From an optimization exercise on the open Yosys and OpenROAD flow, aimed at small area, a short achievable clock period and few clock cycles per item; shortcuts taken in it are not production practice.
No run shown here included a check of the RTL's function; only the layout flow was run.

==> flow/design.v (outline; a module is shown in full before it is edited, if it fits) <==
// module pow_stream: 2754 lines
module pow_stream #(
  parameter int DATA_W = 32,
  parameter int EXP_W  = 3,
  parameter int ID_W   = 1
) (
  input  logic              clk,
  input  logic              aresetn,
  input  logic              s_tvalid,
  output logic              s_tready,
  input  logic [DATA_W-1:0] s_tdata,
  input  logic [EXP_W-1:0]  s_texp,
  input  logic [ID_W-1:0]   s_tid,
  input  logic              s_tlast,
  output logic              m_tvalid,
  input  logic              m_tready,
  output logic [DATA_W-1:0] m_tdata,
  output logic [ID_W-1:0]   m_tid,
  output logic              m_tlast,
  output logic              m_tovf
);
  // ...
==> flow/run.sh <==
#!/bin/bash
# synth_recipe.tcl (not shown) runs the flow's synth.tcl, then flattens the netlist and writes it again
# the make line also repeats each setting of config.mk as NAME=value (left out here)
make -C /OpenROAD-flow-scripts/flow DESIGN_CONFIG=/design/flow/config.mk WORK_HOME=/design/flow/orfs CLKGATE_MAP_FILE= SYNTH_SCRIPT=/design/flow/synth_recipe.tcl finish
==> flow/config.mk <==
export PLATFORM = sky130hd
export DESIGN_NAME = pow_stream
export DESIGN_NICKNAME = pow_stream
export VERILOG_FILES = /design/flow/design.v
export SDC_FILE = /design/flow/constraint.sdc
export NUM_CORES = 4
export LEC_CHECK = 0
export CAP_MARGIN = 20
export CORE_MARGIN = 2
export CORE_UTILIZATION = 40
export SETUP_SLACK_MARGIN = 1.0
export SLEW_MARGIN = 20
export TNS_END_PERCENT = 0
==> flow/constraint.sdc <==
create_clock -name core_clock -period 7.6 [get_ports {clk}]
set_input_delay 1.5200 -clock core_clock [delete_from_list [all_inputs] [get_ports {clk}]]
set_output_delay 1.5200 -clock core_clock [all_outputs]
set_load 0.01 [all_outputs]
==> summary.txt, run 1 <==
Finish
  – Final instance area: 0.0222 mm²
  – Fraction of area in registers: 18.8%
  – Register area: 0.00416 mm²
  – Inverters excl. clock: 97

Route
  – Vias after detailed routing: 15.6k
  – Post-route ant nets: 0
  – Top sig layer: met4
  – DRT iter0 DRCs: 1732
  – Drt wl/cell: 24.9 µm
  – First drt pass iteration count: 8

Global route
  – Total grt overflow: 0
  – Initial antenna violation count: 0
  – GR peak layer: met2

Die
  – Ports: 78
  – Starting density of the core: 40.6%
  – Chip height: 219 µm
  – Tap Count: 600
  – Core area: 0.0454 mm²

STA
  – Final Critical Period: 6.54 ns

Placement
  – Detail Placement HPWL: 48100 µm

Worst setup path
  – Startpoint Class: flip-flop
  – CP endpoint: r_p[29]
  – Worst Setup Path Type: reg2reg

Outcome
  – Status: complete, no violations

CTS
  – Clk pin slew, worst setup/hold paths: 0.06 ns
  – CTS tree: built

Yosys
  – Synth Area in Compound Gates: 18.7%
  – Synth Net Count: 2193
  – Seq/Total Area, Yosys: 22.6%

Flow run
  – Max_cap viols: 0
==> run 2, diff against run 1 <==
--- a/flow/design.v
+++ b/flow/design.v
@@ -15,33 +15,32 @@
   input  logic              m_tready,
   output logic [DATA_W-1:0] m_tdata,
   output logic [ID_W-1:0]   m_tid,
   output logic              m_tlast,
   output logic              m_tovf
 );
   logic              r_busy;
   logic [1:0]        r_ops;     
-  logic [2:0]        r_sel;     
-  logic [DATA_W-1:0] r_p;       
-  logic [DATA_W-1:0] r_q;       
-  logic [DATA_W-1:0] r_x;       
+  logic [3:0]        r_sel;     
+  logic [DATA_W-1:0] r_p;
+  logic [DATA_W-1:0] r_x;
   logic [ID_W-1:0]   r_id;
   logic              r_last;
   logic              o_v;
   logic [DATA_W-1:0] o_data;
   logic [ID_W-1:0]   o_id;
   logic              o_last;
   logic              w_out_free;
   logic              w_done;
   logic              w_step;
   logic              w_take;
   logic [DATA_W-1:0] w_prod;
   logic [1:0]        w_ops;
-  logic [2:0]        w_sel;
+  logic [3:0]        w_sel;
   logic [DATA_W-1:0] mm_a, mm_b, mm_y;
   logic mm_n0;
   logic mm_n1;
   logic mm_n2;
   logic mm_n3;
   logic mm_n4;
   logic mm_n5;
   logic mm_n6;
@@ -1361,16 +1360,17 @@
   logic mm_n1319;
   logic mm_n1320;
   logic mm_n1321;
   logic mm_n1322;
   logic mm_n1323;
   logic mm_n1324;
   logic mm_n1325;
   logic mm_n1326;
+  logic mm_n1327;
   assign mm_n0 = mm_b[0] ^ 1'b0;
   assign mm_n1 = (mm_b[1] & ~mm_b[0] & ~1'b0) | (~mm_b[1] & mm_b[0] & 1'b0);
   assign mm_n2 = mm_b[1];
   assign mm_n3 = mm_b[1] & ~(mm_b[0] & 1'b0);
   assign mm_n4 = mm_n0 & ~mm_n3;
   assign mm_n5 = mm_n0 & mm_n3;
   assign mm_n6 = mm_n1 & ~mm_n3;
   assign mm_n7 = mm_n1 & mm_n3;
@@ -2467,48 +2467,48 @@
   assign mm_n1096 = mm_r0[24] & mm_r1[24];
   assign mm_n1097 = mm_r0[25] & mm_r1[25];
   assign mm_n1098 = mm_r0[26] & mm_r1[26];
   assign mm_n1099 = mm_r0[27] & mm_r1[27];
   assign mm_n1100 = mm_r0[28] & mm_r1[28];
   assign mm_n1101 = mm_r0[29] & mm_r1[29];
   assign mm_n1102 = mm_r0[30] & mm_r1[30];
   assign mm_n1103 = mm_r0[31] & mm_r1[31];
-  assign mm_n1104 = mm_r0[0] ^ mm_r1[0];
-  assign mm_n1105 = mm_r0[1] ^ mm_r1[1];
-  assign mm_n1106 = mm_r0[2] ^ mm_r1[2];
-  assign mm_n1107 = mm_r0[3] ^ mm_r1[3];
-  assign mm_n1108 = mm_r0[4] ^ mm_r1[4];
-  assign mm_n1109 = mm_r0[5] ^ mm_r1[5];
-  assign mm_n1110 = mm_r0[6] ^ mm_r1[6];
-  assign mm_n1111 = mm_r0[7] ^ mm_r1[7];
-  assign mm_n1112 = mm_r0[8] ^ mm_r1[8];
-  assign mm_n1113 = mm_r0[9] ^ mm_r1[9];
-  assign mm_n1114 = mm_r0[10] ^ mm_r1[10];
-  assign mm_n1115 = mm_r0[11] ^ mm_r1[11];
-  assign mm_n1116 = mm_r0[12] ^ mm_r1[12];
-  assign mm_n1117 = mm_r0[13] ^ mm_r1[13];
-  assign mm_n1118 = mm_r0[14] ^ mm_r1[14];
-  assign mm_n1119 = mm_r0[15] ^ mm_r1[15];
-  assign mm_n1120 = mm_r0[16] ^ mm_r1[16];
-  assign mm_n1121 = mm_r0[17] ^ mm_r1[17];
-  assign mm_n1122 = mm_r0[18] ^ mm_r1[18];
-  assign mm_n1123 = mm_r0[19] ^ mm_r1[19];
-  assign mm_n1124 = mm_r0[20] ^ mm_r1[20];
-  assign mm_n1125 = mm_r0[21] ^ mm_r1[21];
-  assign mm_n1126 = mm_r0[22] ^ mm_r1[22];
-  assign mm_n1127 = mm_r0[23] ^ mm_r1[23];
-  assign mm_n1128 = mm_r0[24] ^ mm_r1[24];
-  assign mm_n1129 = mm_r0[25] ^ mm_r1[25];
-  assign mm_n1130 = mm_r0[26] ^ mm_r1[26];
-  assign mm_n1131 = mm_r0[27] ^ mm_r1[27];
-  assign mm_n1132 = mm_r0[28] ^ mm_r1[28];
-  assign mm_n1133 = mm_r0[29] ^ mm_r1[29];
-  assign mm_n1134 = mm_r0[30] ^ mm_r1[30];
-  assign mm_n1135 = mm_r0[31] ^ mm_r1[31];
+  assign mm_n1104 = mm_r0[0] | mm_r1[0];
+  assign mm_n1105 = mm_r0[1] | mm_r1[1];
+  assign mm_n1106 = mm_r0[2] | mm_r1[2];
+  assign mm_n1107 = mm_r0[3] | mm_r1[3];
+  assign mm_n1108 = mm_r0[4] | mm_r1[4];
+  assign mm_n1109 = mm_r0[5] | mm_r1[5];
+  assign mm_n1110 = mm_r0[6] | mm_r1[6];
+  assign mm_n1111 = mm_r0[7] | mm_r1[7];
+  assign mm_n1112 = mm_r0[8] | mm_r1[8];
+  assign mm_n1113 = mm_r0[9] | mm_r1[9];
+  assign mm_n1114 = mm_r0[10] | mm_r1[10];
+  assign mm_n1115 = mm_r0[11] | mm_r1[11];
+  assign mm_n1116 = mm_r0[12] | mm_r1[12];
+  assign mm_n1117 = mm_r0[13] | mm_r1[13];
+  assign mm_n1118 = mm_r0[14] | mm_r1[14];
+  assign mm_n1119 = mm_r0[15] | mm_r1[15];
+  assign mm_n1120 = mm_r0[16] | mm_r1[16];
+  assign mm_n1121 = mm_r0[17] | mm_r1[17];
+  assign mm_n1122 = mm_r0[18] | mm_r1[18];
+  assign mm_n1123 = mm_r0[19] | mm_r1[19];
+  assign mm_n1124 = mm_r0[20] | mm_r1[20];
+  assign mm_n1125 = mm_r0[21] | mm_r1[21];
+  assign mm_n1126 = mm_r0[22] | mm_r1[22];
+  assign mm_n1127 = mm_r0[23] | mm_r1[23];
+  assign mm_n1128 = mm_r0[24] | mm_r1[24];
+  assign mm_n1129 = mm_r0[25] | mm_r1[25];
+  assign mm_n1130 = mm_r0[26] | mm_r1[26];
+  assign mm_n1131 = mm_r0[27] | mm_r1[27];
+  assign mm_n1132 = mm_r0[28] | mm_r1[28];
+  assign mm_n1133 = mm_r0[29] | mm_r1[29];
+  assign mm_n1134 = mm_r0[30] | mm_r1[30];
+  assign mm_n1135 = mm_r0[31] | mm_r1[31];
   assign mm_n1136 = mm_n1073 | (mm_n1105 & mm_n1072);
   assign mm_n1137 = mm_n1105 & mm_n1104;
   assign mm_n1138 = mm_n1075 | (mm_n1107 & mm_n1074);
   assign mm_n1139 = mm_n1107 & mm_n1106;
   assign mm_n1140 = mm_n1077 | (mm_n1109 & mm_n1076);
   assign mm_n1141 = mm_n1109 & mm_n1108;
   assign mm_n1142 = mm_n1079 | (mm_n1111 & mm_n1078);
   assign mm_n1143 = mm_n1111 & mm_n1110;
@@ -2659,64 +2659,66 @@
   assign mm_n1288 = mm_n1256 | (mm_n1257 & mm_n1246);
   assign mm_n1289 = mm_n1257 & mm_n1247;
   assign mm_n1290 = mm_n1258 | (mm_n1259 & mm_n1246);
   assign mm_n1291 = mm_n1259 & mm_n1247;
   assign mm_n1292 = mm_n1260 | (mm_n1261 & mm_n1246);
   assign mm_n1293 = mm_n1261 & mm_n1247;
   assign mm_n1294 = mm_n1262 | (mm_n1263 & mm_n1246);
   assign mm_n1295 = mm_n1263 & mm_n1247;
-  assign mm_n1296 = mm_n1105 ^ mm_n1072;
-  assign mm_n1297 = mm_n1106 ^ mm_n1136;
-  assign mm_n1298 = mm_n1107 ^ mm_n1168;
-  assign mm_n1299 = mm_n1108 ^ mm_n1170;
-  assign mm_n1300 = mm_n1109 ^ mm_n1200;
-  assign mm_n1301 = mm_n1110 ^ mm_n1202;
-  assign mm_n1302 = mm_n1111 ^ mm_n1204;
-  assign mm_n1303 = mm_n1112 ^ mm_n1206;
-  assign mm_n1304 = mm_n1113 ^ mm_n1232;
-  assign mm_n1305 = mm_n1114 ^ mm_n1234;
-  assign mm_n1306 = mm_n1115 ^ mm_n1236;
-  assign mm_n1307 = mm_n1116 ^ mm_n1238;
-  assign mm_n1308 = mm_n1117 ^ mm_n1240;
-  assign mm_n1309 = mm_n1118 ^ mm_n1242;
-  assign mm_n1310 = mm_n1119 ^ mm_n1244;
-  assign mm_n1311 = mm_n1120 ^ mm_n1246;
-  assign mm_n1312 = mm_n1121 ^ mm_n1264;
-  assign mm_n1313 = mm_n1122 ^ mm_n1266;
-  assign mm_n1314 = mm_n1123 ^ mm_n1268;
-  assign mm_n1315 = mm_n1124 ^ mm_n1270;
-  assign mm_n1316 = mm_n1125 ^ mm_n1272;
-  assign mm_n1317 = mm_n1126 ^ mm_n1274;
-  assign mm_n1318 = mm_n1127 ^ mm_n1276;
-  assign mm_n1319 = mm_n1128 ^ mm_n1278;
-  assign mm_n1320 = mm_n1129 ^ mm_n1280;
-  assign mm_n1321 = mm_n1130 ^ mm_n1282;
-  assign mm_n1322 = mm_n1131 ^ mm_n1284;
-  assign mm_n1323 = mm_n1132 ^ mm_n1286;
-  assign mm_n1324 = mm_n1133 ^ mm_n1288;
-  assign mm_n1325 = mm_n1134 ^ mm_n1290;
-  assign mm_n1326 = mm_n1135 ^ mm_n1292;
-  assign mm_y = {mm_n1326, mm_n1325, mm_n1324, mm_n1323, mm_n1322, mm_n1321, mm_n1320, mm_n1319, mm_n1318, mm_n1317, mm_n1316, mm_n1315, mm_n1314, mm_n1313, mm_n1312, mm_n1311, mm_n1310, mm_n1309, mm_n1308, mm_n1307, mm_n1306, mm_n1305, mm_n1304, mm_n1303, mm_n1302, mm_n1301, mm_n1300, mm_n1299, mm_n1298, mm_n1297, mm_n1296, mm_n1104};
+  assign mm_n1296 = mm_r0[0] ^ mm_r1[0];
+  assign mm_n1297 = mm_r0[1] ^ (mm_r1[1] ^ mm_n1072);
+  assign mm_n1298 = mm_r0[2] ^ (mm_r1[2] ^ mm_n1136);
+  assign mm_n1299 = mm_r0[3] ^ (mm_r1[3] ^ mm_n1168);
+  assign mm_n1300 = mm_r0[4] ^ (mm_r1[4] ^ mm_n1170);
+  assign mm_n1301 = mm_r0[5] ^ (mm_r1[5] ^ mm_n1200);
+  assign mm_n1302 = mm_r0[6] ^ (mm_r1[6] ^ mm_n1202);
+  assign mm_n1303 = mm_r0[7] ^ (mm_r1[7] ^ mm_n1204);
+  assign mm_n1304 = mm_r0[8] ^ (mm_r1[8] ^ mm_n1206);
+  assign mm_n1305 = mm_r0[9] ^ (mm_r1[9] ^ mm_n1232);
+  assign mm_n1306 = mm_r0[10] ^ (mm_r1[10] ^ mm_n1234);
+  assign mm_n1307 = mm_r0[11] ^ (mm_r1[11] ^ mm_n1236);
+  assign mm_n1308 = mm_r0[12] ^ (mm_r1[12] ^ mm_n1238);
+  assign mm_n1309 = mm_r0[13] ^ (mm_r1[13] ^ mm_n1240);
+  assign mm_n1310 = mm_r0[14] ^ (mm_r1[14] ^ mm_n1242);
+  assign mm_n1311 = mm_r0[15] ^ (mm_r1[15] ^ mm_n1244);
+  assign mm_n1312 = mm_r0[16] ^ (mm_r1[16] ^ mm_n1246);
+  assign mm_n1313 = mm_r0[17] ^ (mm_r1[17] ^ mm_n1264);
+  assign mm_n1314 = mm_r0[18] ^ (mm_r1[18] ^ mm_n1266);
+  assign mm_n1315 = mm_r0[19] ^ (mm_r1[19] ^ mm_n1268);
+  assign mm_n1316 = mm_r0[20] ^ (mm_r1[20] ^ mm_n1270);
+  assign mm_n1317 = mm_r0[21] ^ (mm_r1[21] ^ mm_n1272);
+  assign mm_n1318 = mm_r0[22] ^ (mm_r1[22] ^ mm_n1274);
+  assign mm_n1319 = mm_r0[23] ^ (mm_r1[23] ^ mm_n1276);
+  assign mm_n1320 = mm_r0[24] ^ (mm_r1[24] ^ mm_n1278);
+  assign mm_n1321 = mm_r0[25] ^ (mm_r1[25] ^ mm_n1280);
+  assign mm_n1322 = mm_r0[26] ^ (mm_r1[26] ^ mm_n1282);
+  assign mm_n1323 = mm_r0[27] ^ (mm_r1[27] ^ mm_n1284);
+  assign mm_n1324 = mm_r0[28] ^ (mm_r1[28] ^ mm_n1286);
+  assign mm_n1325 = mm_r0[29] ^ (mm_r1[29] ^ mm_n1288);
+  assign mm_n1326 = mm_r0[30] ^ (mm_r1[30] ^ mm_n1290);
+  assign mm_n1327 = mm_r0[31] ^ (mm_r1[31] ^ mm_n1292);
+  assign mm_y = {mm_n1327, mm_n1326, mm_n1325, mm_n1324, mm_n1323, mm_n1322, mm_n1321, mm_n1320, mm_n1319, mm_n1318, mm_n1317, mm_n1316, mm_n1315, mm_n1314, mm_n1313, mm_n1312, mm_n1311, mm_n1310, mm_n1309, mm_n1308, mm_n1307, mm_n1306, mm_n1305, mm_n1304, mm_n1303, mm_n1302, mm_n1301, mm_n1300, mm_n1299, mm_n1298, mm_n1297, mm_n1296};
   assign w_out_free = ~o_v | m_tready;
   assign w_done     = r_busy & (r_ops == 2'd0) & w_out_free;
   assign w_step     = r_busy & (r_ops != 2'd0);
   assign w_take     = s_tvalid & s_tready;
   assign s_tready   = aresetn & (~r_busy | w_done);
-  assign mm_a = r_q;
-  assign mm_b = r_p;
+  assign mm_a   = r_sel[0] ? r_x : r_p;
+  assign mm_b   = r_p;
   assign w_prod = mm_y;
   always_comb begin
     case (s_texp)
-      3'd3:    begin w_ops = 2'd1; w_sel = 3'b001; end
-      3'd4:    begin w_ops = 2'd1; w_sel = 3'b000; end
-      3'd5:    begin w_ops = 2'd2; w_sel = 3'b010; end
-      3'd6:    begin w_ops = 2'd2; w_sel = 3'b001; end
-      3'd7:    begin w_ops = 2'd3; w_sel = 3'b101; end
-      default: begin w_ops = 2'd0; w_sel = 3'b000; end
+      3'd2:    begin w_ops = 2'd0; w_sel = 4'b0000; end
+      3'd3:    begin w_ops = 2'd1; w_sel = 4'b0010; end
+      3'd4:    begin w_ops = 2'd1; w_sel = 4'b0000; end
+      3'd5:    begin w_ops = 2'd2; w_sel = 4'b0100; end
+      3'd6:    begin w_ops = 2'd2; w_sel = 4'b0010; end
+      3'd7:    begin w_ops = 2'd3; w_sel = 4'b1010; end
+      default: begin w_ops = 2'd0; w_sel = 4'b0001; end
     endcase
   end
   always_ff @(posedge clk or negedge aresetn) begin
     if (!aresetn) begin
       r_busy <= 1'b0;
       o_v    <= 1'b0;
     end else begin
       if (w_take)      r_busy <= 1'b1;
@@ -2725,25 +2727,23 @@
       else if (m_tready)   o_v <= 1'b0;
     end
   end
   always_ff @(posedge clk) begin
     if (w_take) begin
       r_ops  <= w_ops;
       r_sel  <= w_sel;
       r_p    <= (s_texp == 3'd0) ? DATA_W'(1) : s_tdata;
-      r_q    <= (s_texp <= 3'd1) ? DATA_W'(1) : s_tdata;
-      r_x    <= s_tdata;
+      r_x    <= (s_texp[2:1] == 2'd0) ? DATA_W'(1) : s_tdata;
       r_id   <= s_tid;
       r_last <= s_tlast;
     end else if (w_step) begin
       r_ops  <= r_ops - 2'd1;
-      r_sel  <= {1'b0, r_sel[2:1]};
+      r_sel  <= {1'b0, r_sel[3:1]};
       r_p    <= w_prod;
-      r_q    <= r_sel[0] ? r_x : w_prod;
     end
     if (w_done) begin
       o_data <= w_prod;
       o_id   <= r_id;
       o_last <= r_last;
     end
   end
   assign m_tvalid = o_v;
==> run 2 against run 1 <==
Against the previous run: global-route usage rose by 1.5 points; routed wire length rose by 4.7%; worst setup slack got worse by 0.11 ns; via count rose by 1.1%; sequential cell count fell by 31; worst hold slack got worse by 0.015 ns; design area fell by 3.2%; area after synthesis fell by 4.1%; critical endpoint is now r_p[30].
==> summary.txt, run 2 <==
Global route
  – Gr usage total: 28.1%
  – Largest net degree at the start of global routing: 41
  – Global-route wire length before repair: 97800 µm
  – Vias in the first global route: 15.3k
  – Total grt overflow: 0 (unchanged)
  – Initial antenna violation count: 2 (+2)

STA
  – Max-slew headroom: 42.2%
  – Measured slew at the worst slew-check pin: 0.867 ns
  – RSZ-0062 raised after global routing: yes
  – Worst Skew: 0.0160 ns
  – Fmax achieved: 150 MHz
  – Max Slew Vio Count: 0
  – Hold_ws: 0.429 ns
  – Final Critical Period: 6.65 ns (+0.111 ns)
  – Final Hold Viols: 0
  – Setup TNS: 0 ns
  – Final setup violation count: 0
  – Final Cycle Share: 87.5%

Worst setup path
  – CP dominant cell by count: fa_1
  – CP cell instances: buf_4 > buf_16 > mux2_4 > buf_4 > xnor2_1 > a221oi_1 > fa_1 > fa_1 > fa_1 > inv_1 > ha_1 > and2_1 > a311oi_2 > o21bai_1 > a41oi_2 > o32a_1 > o211ai_4 > o21a_1 > maj3_2 > xnor2_1 > a22o_1
  – Worst EP required: 7.75 ns
  – Arrival time at the worst endpoint: 6.79 ns
  – Worst Setup Path Type: reg2reg
  – Max incr delay on CP: 0.52 ns
  – Critical Path Sink Type: flip-flop
  – CP Max Fanout: 24
  – Startpoint Class: flip-flop
  – Slowest-stage cell, CP: fa_1

Die
  – Chip height: 214 µm (-2.1%)
  – # rows: 76
  – Starting density of the core: 40.7% (+0.13 points)
  – Die ar.: 0.0459 mm²
  – Ports: 78 (unchanged)
  – Core area: 0.0434 mm² (-4.4%)
  – Width of the die: 214 µm

Yosys
  – Async SR Flop Fraction: 1.85%
  – Top FF cell, synth: edfxtp_1
  – Largest area contributor in the netlist: fa_1
  – Syn. warnings: 1
  – Most common cell in the netlist: nor2_1
  – Synth Net Count: 2139 (-2.5%)
  – Synth Area per Inst: 9.54 µm²
  – Synthesized area: 0.0177 mm²
  – Yosys top cell area share: 22.6%
  – Syn Inst Count: 1852
  – Synth top area cells: fa_1, edfxtp_1, xnor2_1
  – Unique masters post-synth: 79
  – Post-synth EDFFs: 106
  – Commonest cells in the netlist: nor2_1, xnor2_1, fa_1
  – Seq/Total Area, Yosys: 18.3% (-4.3 points)
  – Synth Register Bits: 108

Placement
  – Placed cell areas: 0.0191 mm²
  – Placer Congestion: 0.935
  – Detail Placement HPWL: 46000 µm (-4.3%)
  – Port-buffer cells: 76

Hold path
  – Hold Crit Class: reg2reg

Finish
  – Final instance area: 0.0215 mm² (-3.2%)
  – Fraction of layout cells with a size suffix above 1: 21.1%
  – Largest registers: o_data: 32 flops, r_p: 32 flops, r_x: 32 flops
  – Most frequent cells in the layout: nor2_1, xnor2_1, fa_1
  – Nets@finish: 2215
  – Commonest non-fill, non-tap cell in the layout: nor2_1
  – Area growth from synthesis to layout: 21.6%

CTS
  – CTS buffer count: 9
  – Clk pin slew, worst setup/hold paths: 0.09 ns (+0.03 ns)
  – H-tree levels: 3
  – CTS sink count: 108
  – CTS Buffer Depth: 2
  – Clk root buf: clkbuf_16
  – Worst-skew pair later-pin latency: 0.39 ns
  – Hold_buf cts: 0
  – CTS tree: built

Outcome
  – Status: complete, no violations

Route
  – Post-route ant nets: 0 (unchanged)
  – Residual DRC: 0
  – Drt wl/cell: 26.5 µm (+6.3%)
  – Vias after detailed routing: 15.8k (+1.1%)
  – DRT iter0 DRCs: 1773 (+2.4%)
  – WL final: 66900 µm
  – Vias per inst: 6.26
  – First drt pass iteration count: 8 (unchanged)

Flow run
  – Max_cap viols: 0 (unchanged)
==> run 2: area by class of cell <==
cell class | count | area [µm²]
repair buffers | 249 | 2380
clock buffers | 9 | 225
flip-flops and latches | 108 | 3230
diodes | 3 | 7.51
inverters | 85 | 319
fillers | 4029 | 21900
well taps | 585 | 732
multi-input cells | 1475 | 14500
clock inverters | 7 | 80.1
==> run 2: worst max-delay path, delay by kind of cell (launching register included) <==
| kind | cells | cell delay [ns] |
|---|---|---|
| fa+ha+maj | 5 | 2.16 |
| compound gates | 8 | 2.07 |
| buf+inv | 4 | 0.70 |
| flops | 1 | 0.50 |
| mux | 1 | 0.43 |
| xor+xnor | 2 | 0.33 |
| simple gates | 1 | 0.20 |
==> run 2: logic make-up (layout without fill, tap and decap cells) <==
family | count (synthesis) | count (layout) | share of synthesized area [%]
adders and majority gates | 259 | 259 | 26.6
other | 1 | 4 | 0.0212
buffers and inverters | 281 | 350 | 6.41
and+or+nand+nor | 405 | 405 | 10.3
muxes | 60 | 72 | 3.68
AOI/OAI and AO/OA | 421 | 421 | 18.8
DFF | 108 | 108 | 18.3
xor gates and xnor gates | 317 | 317 | 15.8
==> run 2: path summary, 6_finish.rpt <==
kind / endpoint / cells after the start / slack [ns] / startpoint
setup / recovery: r_p[30] / 21 / 0.95 / r_sel[0]
hold / removal: o_last / 0 / 0.43 / r_last
setup reg to reg: r_p[30] / 21 / 0.95 / r_sel[0]
hold reg to reg: o_last / 0 / 0.43 / r_last
max in group asynchronous: o_v / 1 / 6.19 / aresetn
min in group asynchronous: r_busy / 1 / 1.29 / aresetn
==> run 2: timing repair <==
action	in CTS	in global routing
buffers inserted	49	38
gates cloned	10	5
endpoints found under the setup margin	28	21
pin swaps	21	33
resized for setup	122	95
==> run 2: per-stage QoR <==
stage / utilization, % / setup slack [ns] / instances
2_1_floorplan: - / 0.950 / 1852
3_3_place_gp: 44.0 / 0.550 / 2400
3_5_place_dp: 44.0 / 0.496 / 2400
4_1_cts: 47.6 / 0.993 / 2475
5_1_grt: 49.5 / 0.864 / 2519
6_report: 49.5 / 0.953 / 2521
==> run 2: per-layer routing <==
| metal | part of all wire, % | vias up | GRT usage, % | wire length (µm) |
|---|---|---|---|---|
| met3 | 11 | 196 | 6.30 | 7210 |
| met5 | 0 | - | 0 | 0 |
| li1 | - | 6729 | - | - |
| met4 | 4.8 | 0 | 12.7 | 3240 |
| met1 | 40 | 7881 | 38.3 | 26900 |
| met2 | 44 | 977 | 42.8 | 29500 |

-- what the ideal ports hide --
The results above use ideal ports. As a check the final layouts listed here were re-extracted and re-timed, cells and wires unchanged. Step 1 (the two cells are an assumption about what drives the block):
set clk [get_ports {clk}]
set_driving_cell -lib_cell sky130_fd_sc_hd__clkbuf_16 $clk
set_driving_cell -lib_cell sky130_fd_sc_hd__buf_2 [delete_from_list [all_inputs] $clk]
Step 2 times the ports against the registers' clock, not the clock port: input delays grow and output delays shrink by t, the midpoint of the rising clock arrivals with the driver on. a / b / c = no drivers / after step 1 / after step 2; a / b = the first two.
run | shift t [ns] | setup WS [ns] | latest minus earliest clock arrival (ns) | slew at the worst register clock pin (ns) | worst slew at a driven data input, ns
run 1 | 0.487 | 1.065 / 1.065 / 1.065 | 0.014 / 0.013 | 0.06 / 0.06 | 0.07
run 2 | 0.440 | 0.953 / 0.953 / 0.953 | 0.017 / 0.016 | 0.09 / 0.09 | 0.06
After both steps every run listed still meets setup and hold.
